From an optimization exercise on the open Yosys and OpenROAD flow, aimed at small area and few clock cycles per item; shortcuts taken in it are not production practice.
No functional check of the RTL was part of any run shown here.

==> flow/design.v, too long to show whole: its modules and the start of the top module <==
// module gaze_smoothed_zoom_crop_top: 1768 lines
// module gszc_fa: 4 lines
// module gszc_ha: 4 lines
// module gszc_han: 4 lines
module gaze_smoothed_zoom_crop_top (
	input  wire logic                                 clk,
	input  wire logic                                 arst_n,
	input  wire logic                                 gaze_valid,
	output wire logic                                 gaze_ready,
	input  wire logic signed [gszc_pkg::GAZE_W-1:0]   gaze_x,
	input  wire logic signed [gszc_pkg::GAZE_W-1:0]   gaze_y,
	input  wire logic                                 cfg_valid,
	output wire logic                                 cfg_ready,
	input  wire logic [gszc_pkg::CFG_IDX_W-1:0]       cfg_index,
	input  wire logic [gszc_pkg::CROP_W-1:0]          cfg_data,
	output wire logic                                 result_valid,
	input  wire logic                                 result_ready,
	output logic signed [gszc_pkg::GAZE_W-1:0]        result_center_x,
	output logic signed [gszc_pkg::GAZE_W-1:0]        result_center_y,
	output logic        [gszc_pkg::CROP_W-1:0]        result_crop_width,
	output logic        [gszc_pkg::CROP_W-1:0]        result_crop_height,
	output logic signed [gszc_pkg::CORNER_W-1:0]      result_corner_x,
	output logic signed [gszc_pkg::CORNER_W-1:0]      result_corner_y
);
  // ...
==> flow/run.sh <==
#!/bin/bash
# synth_recipe.tcl (not shown) runs the flow's synth.tcl, then flattens the netlist and writes it again
# the make line also repeats each setting of config.mk as NAME=value (left out here)
make -C /OpenROAD-flow-scripts/flow DESIGN_CONFIG=/design/flow/config.mk WORK_HOME=/design/flow/orfs CLKGATE_MAP_FILE= SYNTH_SCRIPT=/design/flow/synth_recipe.tcl finish
==> flow/config.mk <==
export PLATFORM = sky130hd
export DESIGN_NAME = gaze_smoothed_zoom_crop_top
export DESIGN_NICKNAME = gaze_smoothed_zoom_crop_top
export VERILOG_FILES = /design/flow/design.v
export SDC_FILE = /design/flow/constraint.sdc
export NUM_CORES = 4
export LEC_CHECK = 0
export CAP_MARGIN = 20
export CORE_MARGIN = 2
export CORE_UTILIZATION = 40
export CTS_CLUSTER_DIAMETER = 100
export CTS_CLUSTER_SIZE = 30
export SLEW_MARGIN = 20
export SYNTH_HIERARCHICAL = 1
export SYNTH_MINIMUM_KEEP_SIZE = 0
==> flow/constraint.sdc <==
create_clock -name core_clock -period 9.0 [get_ports {clk}]
set_input_delay 1.8000 -clock core_clock [delete_from_list [all_inputs] [get_ports {clk}]]
set_output_delay 1.8000 -clock core_clock [all_outputs]
set_load 0.01 [all_outputs]
==> run summary, run 1 <==
Clock Path Buffers 3; setup slack, reg-to-reg 0.26 ns; Buf+Inv Stages, Crit Path 1; bufs w/o clock 194; Setup crit end kind flop; initial antenna violation count 7; max incr delay on CP 0.59 ns; Multi-In Gates 2632; largest net degree at the start of global routing around 190; Post CTS Setup Buffer Count 2; vias in the first global route roughly 27k; Reg area 0.0152 mm²; WL/cell roughly 18 µm; Setup violations, final 0; Post-synth ARST share approximately 22%; fill count between 9k and 10k; worst hold slack approximately 0.4 ns; crit path time final roughly 8.7 ns; largest family of logic cells by synthesized area adder cells; Post-Layout Cell Count ~5k; CTS tree yes; WP data arrival 9.24 ns; Post-Syn Area 0.0435 mm²; top cells by area, synth fa_1 28%, edfxtp_1 27%, ha_1 12%; number of CTS-inserted buffers 30; Tightest Pin Transition roughly 1.2 ns; commonest non-fill, non-tap cell in the layout fa_1; Hold Crit Depth 0; Core Util, Final approximately 45%; Worst Path Max Fanout 8; XOR/XNOR Fraction of Synth Area 4.29%; Tcrit/Tclk final slightly below 100%; Hold Crit Class flop to flop; PortBufs 126; status finished clean; synth-to-layout area growth 10.8%; post-synthesis simple-gate area fraction between 10% and 20%; Synth area leader fa_1; EDFF count, synth 390
==> run 2: changes to the inputs <==
--- a/flow/design.v
+++ b/flow/design.v
@@ -1179,19 +1179,39 @@
 	wire wmul_249, wmul_250;
 	gszc_fa u_wmul_249 (.a(wmul_213), .b(wmul_170), .c(wmul_212), .s(wmul_249), .co(wmul_250));
 	wire wmul_251, wmul_252;
 	gszc_fa u_wmul_251 (.a(wmul_215), .b(wmul_174), .c(wmul_214), .s(wmul_251), .co(wmul_252));
 	wire wmul_253, wmul_254;
 	gszc_fa u_wmul_253 (.a(wmul_217), .b(wmul_178), .c(wmul_216), .s(wmul_253), .co(wmul_254));
 	wire wmul_255, wmul_256;
 	gszc_fa u_wmul_255 (.a(wmul_219), .b(wmul_182), .c(wmul_218), .s(wmul_255), .co(wmul_256));
-	wire [19:0] wmul_257 = {1'b0, wmul_255, wmul_253, wmul_251, wmul_249, wmul_247, wmul_245, wmul_243, wmul_241, wmul_239, wmul_237, wmul_235, wmul_233, wmul_231, wmul_229, wmul_227, wmul_225, wmul_223, wmul_221, (move_s2[0] & mag_w[0])} + {1'b0, wmul_254, wmul_252, wmul_250, wmul_248, wmul_246, wmul_244, wmul_242, wmul_240, wmul_238, wmul_236, wmul_234, wmul_232, wmul_230, wmul_228, wmul_226, wmul_224, wmul_222, (move_s2[1] & neg_w), (move_s2[0] & neg_w)};
-	assign p_w_b = wmul_257[18:0];
-	assign wmul_co = wmul_257[19];
+	wire wmul_257, wmul_258;
+	gszc_ha u_wmul_257 (.a((move_s2[0] & mag_w[0])), .b((move_s2[0] & neg_w)), .s(wmul_257), .co(wmul_258));
+	wire wmul_259, wmul_260;
+	gszc_fa u_wmul_259 (.a(wmul_221), .b((move_s2[1] & neg_w)), .c(wmul_258), .s(wmul_259), .co(wmul_260));
+	wire wmul_261, wmul_262;
+	gszc_fa u_wmul_261 (.a(wmul_223), .b(wmul_222), .c(wmul_260), .s(wmul_261), .co(wmul_262));
+	wire wmul_263, wmul_264;
+	gszc_fa u_wmul_263 (.a(wmul_225), .b(wmul_224), .c(wmul_262), .s(wmul_263), .co(wmul_264));
+	wire wmul_265, wmul_266;
+	gszc_fa u_wmul_265 (.a(wmul_227), .b(wmul_226), .c(wmul_264), .s(wmul_265), .co(wmul_266));
+	wire wmul_267, wmul_268;
+	gszc_fa u_wmul_267 (.a(wmul_229), .b(wmul_228), .c(wmul_266), .s(wmul_267), .co(wmul_268));
+	wire wmul_269, wmul_270;
+	gszc_fa u_wmul_269 (.a(wmul_231), .b(wmul_230), .c(wmul_268), .s(wmul_269), .co(wmul_270));
+	wire wmul_271, wmul_272;
+	gszc_fa u_wmul_271 (.a(wmul_233), .b(wmul_232), .c(wmul_270), .s(wmul_271), .co(wmul_272));
+	wire wmul_273, wmul_274;
+	gszc_fa u_wmul_273 (.a(wmul_235), .b(wmul_234), .c(wmul_272), .s(wmul_273), .co(wmul_274));
+	wire wmul_275, wmul_276;
+	gszc_fa u_wmul_275 (.a(wmul_237), .b(wmul_236), .c(wmul_274), .s(wmul_275), .co(wmul_276));
+	wire [9:0] wmul_277 = {1'b0, wmul_255, wmul_253, wmul_251, wmul_249, wmul_247, wmul_245, wmul_243, wmul_241, wmul_239} + {1'b0, wmul_254, wmul_252, wmul_250, wmul_248, wmul_246, wmul_244, wmul_242, wmul_240, wmul_238} + 10'(wmul_276);
+	assign p_w_b = {wmul_277[8], wmul_277[7], wmul_277[6], wmul_277[5], wmul_277[4], wmul_277[3], wmul_277[2], wmul_277[1], wmul_277[0], wmul_275, wmul_273, wmul_271, wmul_269, wmul_267, wmul_265, wmul_263, wmul_261, wmul_259, wmul_257};
+	assign wmul_co = wmul_277[9];
 	assign ovf_w_b = (move_s2[13] & mag_w[6]) | (move_s2[12] & mag_w[7]) | (move_s2[13] & mag_w[7]) | (move_s2[11] & mag_w[8]) | (move_s2[12] & mag_w[8]) | (move_s2[13] & mag_w[8]) | (move_s2[10] & mag_w[9]) | (move_s2[11] & mag_w[9]) | (move_s2[12] & mag_w[9]) | (move_s2[13] & mag_w[9]) | (move_s2[9] & mag_w[10]) | (move_s2[10] & mag_w[10]) | (move_s2[11] & mag_w[10]) | (move_s2[12] & mag_w[10]) | (move_s2[13] & mag_w[10]) | (move_s2[8] & mag_w[11]) | (move_s2[9] & mag_w[11]) | (move_s2[10] & mag_w[11]) | (move_s2[11] & mag_w[11]) | (move_s2[12] & mag_w[11]) | (move_s2[13] & mag_w[11]) | wmul_122 | wmul_124 | wmul_184 | wmul_186 | wmul_220 | wmul_256 | wmul_co;
 	wire hmul_co;
 	wire hmul_1, hmul_2;
 	gszc_ha u_hmul_1 (.a((move_s2[8] & mag_h[0])), .b((move_s2[7] & mag_h[1])), .s(hmul_1), .co(hmul_2));
 	wire hmul_3, hmul_4;
 	gszc_fa u_hmul_3 (.a((move_s2[9] & mag_h[0])), .b((move_s2[8] & mag_h[1])), .c((move_s2[7] & mag_h[2])), .s(hmul_3), .co(hmul_4));
 	wire hmul_5, hmul_6;
 	gszc_ha u_hmul_5 (.a((move_s2[6] & mag_h[3])), .b((move_s2[5] & mag_h[4])), .s(hmul_5), .co(hmul_6));
@@ -1440,19 +1460,39 @@
 	wire hmul_249, hmul_250;
 	gszc_fa u_hmul_249 (.a(hmul_213), .b(hmul_170), .c(hmul_212), .s(hmul_249), .co(hmul_250));
 	wire hmul_251, hmul_252;
 	gszc_fa u_hmul_251 (.a(hmul_215), .b(hmul_174), .c(hmul_214), .s(hmul_251), .co(hmul_252));
 	wire hmul_253, hmul_254;
 	gszc_fa u_hmul_253 (.a(hmul_217), .b(hmul_178), .c(hmul_216), .s(hmul_253), .co(hmul_254));
 	wire hmul_255, hmul_256;
 	gszc_fa u_hmul_255 (.a(hmul_219), .b(hmul_182), .c(hmul_218), .s(hmul_255), .co(hmul_256));
-	wire [19:0] hmul_257 = {1'b0, hmul_255, hmul_253, hmul_251, hmul_249, hmul_247, hmul_245, hmul_243, hmul_241, hmul_239, hmul_237, hmul_235, hmul_233, hmul_231, hmul_229, hmul_227, hmul_225, hmul_223, hmul_221, (move_s2[0] & mag_h[0])} + {1'b0, hmul_254, hmul_252, hmul_250, hmul_248, hmul_246, hmul_244, hmul_242, hmul_240, hmul_238, hmul_236, hmul_234, hmul_232, hmul_230, hmul_228, hmul_226, hmul_224, hmul_222, (move_s2[1] & neg_h), (move_s2[0] & neg_h)};
-	assign p_h_b = hmul_257[18:0];
-	assign hmul_co = hmul_257[19];
+	wire hmul_257, hmul_258;
+	gszc_ha u_hmul_257 (.a((move_s2[0] & mag_h[0])), .b((move_s2[0] & neg_h)), .s(hmul_257), .co(hmul_258));
+	wire hmul_259, hmul_260;
+	gszc_fa u_hmul_259 (.a(hmul_221), .b((move_s2[1] & neg_h)), .c(hmul_258), .s(hmul_259), .co(hmul_260));
+	wire hmul_261, hmul_262;
+	gszc_fa u_hmul_261 (.a(hmul_223), .b(hmul_222), .c(hmul_260), .s(hmul_261), .co(hmul_262));
+	wire hmul_263, hmul_264;
+	gszc_fa u_hmul_263 (.a(hmul_225), .b(hmul_224), .c(hmul_262), .s(hmul_263), .co(hmul_264));
+	wire hmul_265, hmul_266;
+	gszc_fa u_hmul_265 (.a(hmul_227), .b(hmul_226), .c(hmul_264), .s(hmul_265), .co(hmul_266));
+	wire hmul_267, hmul_268;
+	gszc_fa u_hmul_267 (.a(hmul_229), .b(hmul_228), .c(hmul_266), .s(hmul_267), .co(hmul_268));
+	wire hmul_269, hmul_270;
+	gszc_fa u_hmul_269 (.a(hmul_231), .b(hmul_230), .c(hmul_268), .s(hmul_269), .co(hmul_270));
+	wire hmul_271, hmul_272;
+	gszc_fa u_hmul_271 (.a(hmul_233), .b(hmul_232), .c(hmul_270), .s(hmul_271), .co(hmul_272));
+	wire hmul_273, hmul_274;
+	gszc_fa u_hmul_273 (.a(hmul_235), .b(hmul_234), .c(hmul_272), .s(hmul_273), .co(hmul_274));
+	wire hmul_275, hmul_276;
+	gszc_fa u_hmul_275 (.a(hmul_237), .b(hmul_236), .c(hmul_274), .s(hmul_275), .co(hmul_276));
+	wire [9:0] hmul_277 = {1'b0, hmul_255, hmul_253, hmul_251, hmul_249, hmul_247, hmul_245, hmul_243, hmul_241, hmul_239} + {1'b0, hmul_254, hmul_252, hmul_250, hmul_248, hmul_246, hmul_244, hmul_242, hmul_240, hmul_238} + 10'(hmul_276);
+	assign p_h_b = {hmul_277[8], hmul_277[7], hmul_277[6], hmul_277[5], hmul_277[4], hmul_277[3], hmul_277[2], hmul_277[1], hmul_277[0], hmul_275, hmul_273, hmul_271, hmul_269, hmul_267, hmul_265, hmul_263, hmul_261, hmul_259, hmul_257};
+	assign hmul_co = hmul_277[9];
 	assign ovf_h_b = (move_s2[13] & mag_h[6]) | (move_s2[12] & mag_h[7]) | (move_s2[13] & mag_h[7]) | (move_s2[11] & mag_h[8]) | (move_s2[12] & mag_h[8]) | (move_s2[13] & mag_h[8]) | (move_s2[10] & mag_h[9]) | (move_s2[11] & mag_h[9]) | (move_s2[12] & mag_h[9]) | (move_s2[13] & mag_h[9]) | (move_s2[9] & mag_h[10]) | (move_s2[10] & mag_h[10]) | (move_s2[11] & mag_h[10]) | (move_s2[12] & mag_h[10]) | (move_s2[13] & mag_h[10]) | (move_s2[8] & mag_h[11]) | (move_s2[9] & mag_h[11]) | (move_s2[10] & mag_h[11]) | (move_s2[11] & mag_h[11]) | (move_s2[12] & mag_h[11]) | (move_s2[13] & mag_h[11]) | hmul_122 | hmul_124 | hmul_184 | hmul_186 | hmul_220 | hmul_256 | hmul_co;
 	always_ff @(posedge clk or negedge arst_n) begin
 		if (!arst_n) v_s3 <= 1'b0;
 		else if (rdy_s3) v_s3 <= v_s2;
 	end
 	always_ff @(posedge clk) begin
 		if (rdy_s3 && v_s2) begin
 			cx_s3    <= cx_s2;
==> run 2 against run 1 <==
Largest cell class unchanged. First-iteration DRC count shrank 6.7%. Flip-flop and latch count is the same. Final area shrank 0.43%. Still clean on timing, DRC and antenna. Critical endpoint unchanged. Routed wire length shrank 0.93%.
==> run summary, run 2 <==
synth-to-layout area growth 10.4%; first-pass GRT wire length about 150 mm; # clock sinks 532; top cells by area, synth fa_1 29%, edfxtp_1 27%, ha_1 11%; Post-synth ARST share 21.8% (unchanged); crit start category flop; FP Rows 120; vias per std cell roughly 5.1; Skew-Pair Late Insertion Delay 0.65 ns; syn_area_per_cell about 13 µm²; largest registers win_x_q x130, win_y_q x130; Core Util, Final 44.7% (-0.13 points); compound-cell area share of the yosys netlist roughly 6.8%; final WL a little over 90 mm; DRT Pass-1 Iters 6; CP most frequent cell fa_1; share of layout cells above drive strength 1 just over 7%; DP HPWL just over 70 mm; WL/cell 18.5 µm (+0.90%); status finished clean; YS warnings 11; max incr delay on CP 0.61 ns (+0.02 ns); count leader, synth fa_1; WP data arrival 8.98 ns (-0.26 ns); Die Y approximately 330 µm; Starting Density approximately 40%; commonest non-fill, non-tap cell in the layout fa_1; met2 wire len between 40 and 50 mm; M1 WL approximately 43 mm; die area around 0.11 mm²; total grt overflow 0; multiplexer area fraction after synthesis 1.85%; Cells after Synth around 3.3k; PortBufs 126 (unchanged); Clock Skew ~0.042 ns; Iter 0 DRT Violations ~1.4k; number of antenna-violating nets in the routed design 0; Slew HR approximately 28%; largest net degree at the start of global routing 141 (-26%); Clk pin slew, worst setup/hold paths 0.11 ns; Worst Path Max Fanout 7 (-1); Post-Syn Area 0.0434 mm² (-0.12%); post-synthesis sequential area ratio a little over a third; Post-Layout Cell Count 4926 (-1.8%); uppermost layer routed met5; Required @ worst endpoint 9.37 ns; Tightest Pin Transition 1.08 ns (-0.0748 ns); share of the synthesized area in the top cell type 28.9%; most frequent cells in the layout 626 x fa_1, 390 x edfxtp_1, 386 x ha_1; Final GP Congestion about 0.84; Tcrit/Tclk final 95.6% (-1.5 points); I/O pins roughly 130; hold buffers post-CTS 0; CTS Root Cell clkbuf_16; DIE WIDTH about 330 µm; diode count 0; EDFF count, synth 390 (unchanged); routed vias approximately 25k; Fin. Hold Viols 0; Slew Limit Fails 0; Synth Register Bits roughly 530; Clock H-tree levels 1; post-synthesis simple-gate area fraction 9.85% (-0.19 points); most frequent cells after synthesis 626 x fa_1, 390 x edfxtp_1, 386 x ha_1; number of distinct library cells after synthesis 100; largest family of logic cells by synthesized area adder cells; Synth Area in Adders between 30% and 40%; CTS tree yes; standard cell core area around 0.11 mm²; Setup crit end kind flop; Setup CP Type flop to flop; Max-Cap Viols 0; DRC 0; NumNets Final 4559; Clock Path Buffers 3 (unchanged); initial antenna violation count 5 (-2); Hold Crit Class flop to flop; Tot GR Track Use 16.8%; number of CTS-inserted buffers 30 (unchanged); XOR/XNOR Fraction of Synth Area 4.05% (-0.24 points); Synth area leader fa_1; Met3 Routed Length ~2.8 mm; Top FF cell, synth edfxtp_1; dpl cells 4863; crit path time final 8.61 ns (-0.136 ns); f_max approximately 0.12 GHz; Critical-path top delay cell dfstp_2; Setup violations, final 0 (unchanged); vias in the first global route 26.8k (-0.48%)
==> run 2: worst paths after layout <==
path | from | to | slack, ns | cells after the start
setup / recovery | sum_x_q[15] | move_s2[13] | 0.39 | 30
hold / removal | win_x_q[2][6] | win_x_q[1][6] | 0.42 | 0
setup reg to reg | sum_x_q[15] | move_s2[13] | 0.39 | 30
hold reg to reg | win_x_q[2][6] | win_x_q[1][6] | 0.42 | 0
max in group asynchronous | arst_n | min_h_q[3] | 6.53 | 2
min in group asynchronous | arst_n | cy_s2[0] | 1.14 | 1
==> run 2: modules after synthesis (local to each module, per instance) <==
module	cell area (µm²)	copies in the design	flops+latches
gaze_smoothed_zoom_crop_top	28800	1	532
gszc_fa	20.0	613	0
gszc_ha	12.5	189	0
==> run 2: layout make-up <==
class | instances | area [µm²]
Fill cell | 9757 | 59400
Multi-Input combinational cell | 2552 | 27400
Sequential cell | 532 | 15200
Tap cell | 1403 | 1760
Timing Repair Buffer | 187 | 1720
Clock buffer | 37 | 808
Inverter | 197 | 747
Clock inverter | 18 | 363
==> run 2: per-stage QoR <==
stage | instance area (µm²) | hold slack, ns | setup TNS, ns | worst slack [ns]
floorplan | 43600 | 0.400 | 0 | 0.484
global placement | 46700 | 0.401 | 0 | 0.311
detailed placement | 46700 | 0.405 | 0 | 0.238
CTS | 47800 | 0.424 | 0 | 0.192
global route | 48000 | 0.425 | -0.0315 | -0.0315
finish | 48000 | 0.419 | 0 | 0.395
==> run 2: cells by family (layout without fill, tap and decap cells) <==
group,count (synthesis),count (layout)
xor+xnor,199,199
compound gates,438,438
fa+ha+maj,1012,1012
other cells,1,49
buf+inv,286,439
flops,532,532
simple gates,782,782
mux,72,72
==> run 2: worst max-delay path: cells and delay by family (launching register included) <==
kind	cells	cell delay, ns
fa+ha+maj	11	4.26
compound gates	13	2.13
simple gates	4	0.92
flops	1	0.61
xor+xnor	2	0.39
==> run 2: timing repair <==
item	4_1_cts	5_1_grt
gates resized for setup	0	15
setup endpoints to repair	0	5
setup buffers	0	8
hold endpoints to repair	0	0
==> run 2: per-layer routing <==
| layer | global-route usage (%) | up-vias |
|---|---|---|
| met2 | 28.2 | 342 |
| met1 | 23.8 | 12800 |
| met4 | 3.05 | 4 |
| met5 | 0 | - |
| met3 | 1.69 | 85 |
| li1 | - | 11700 |

port drivers added, routing unchanged:
Ports are ideal in the flow. The routed layouts listed here were re-timed in OpenROAD.
Step 1 (the two cells are an assumption about what drives the block):
set clk [get_ports {clk}]
set_driving_cell -lib_cell sky130_fd_sc_hd__clkbuf_16 $clk
set_driving_cell -lib_cell sky130_fd_sc_hd__buf_2 [delete_from_list [all_inputs] $clk]
Step 2, shift: input delay + t, output delay - t, t = (earliest + latest rising clock arrival at the registers) / 2. This alone moves slack from input paths to output paths.
Three values: ideal, step 1, step 2; two values: the first two.
run | t, ns | setup WS [ns] | worst hold slack (ns)
run 1 | 0.712 | 0.259 / 0.259 / 0.259 | 0.406 / 0.406 / 0.406
run 2 | 0.698 | 0.395 / 0.395 / 0.395 | 0.419 / 0.419 / 0.419
After both steps setup and hold are still met in every run listed.
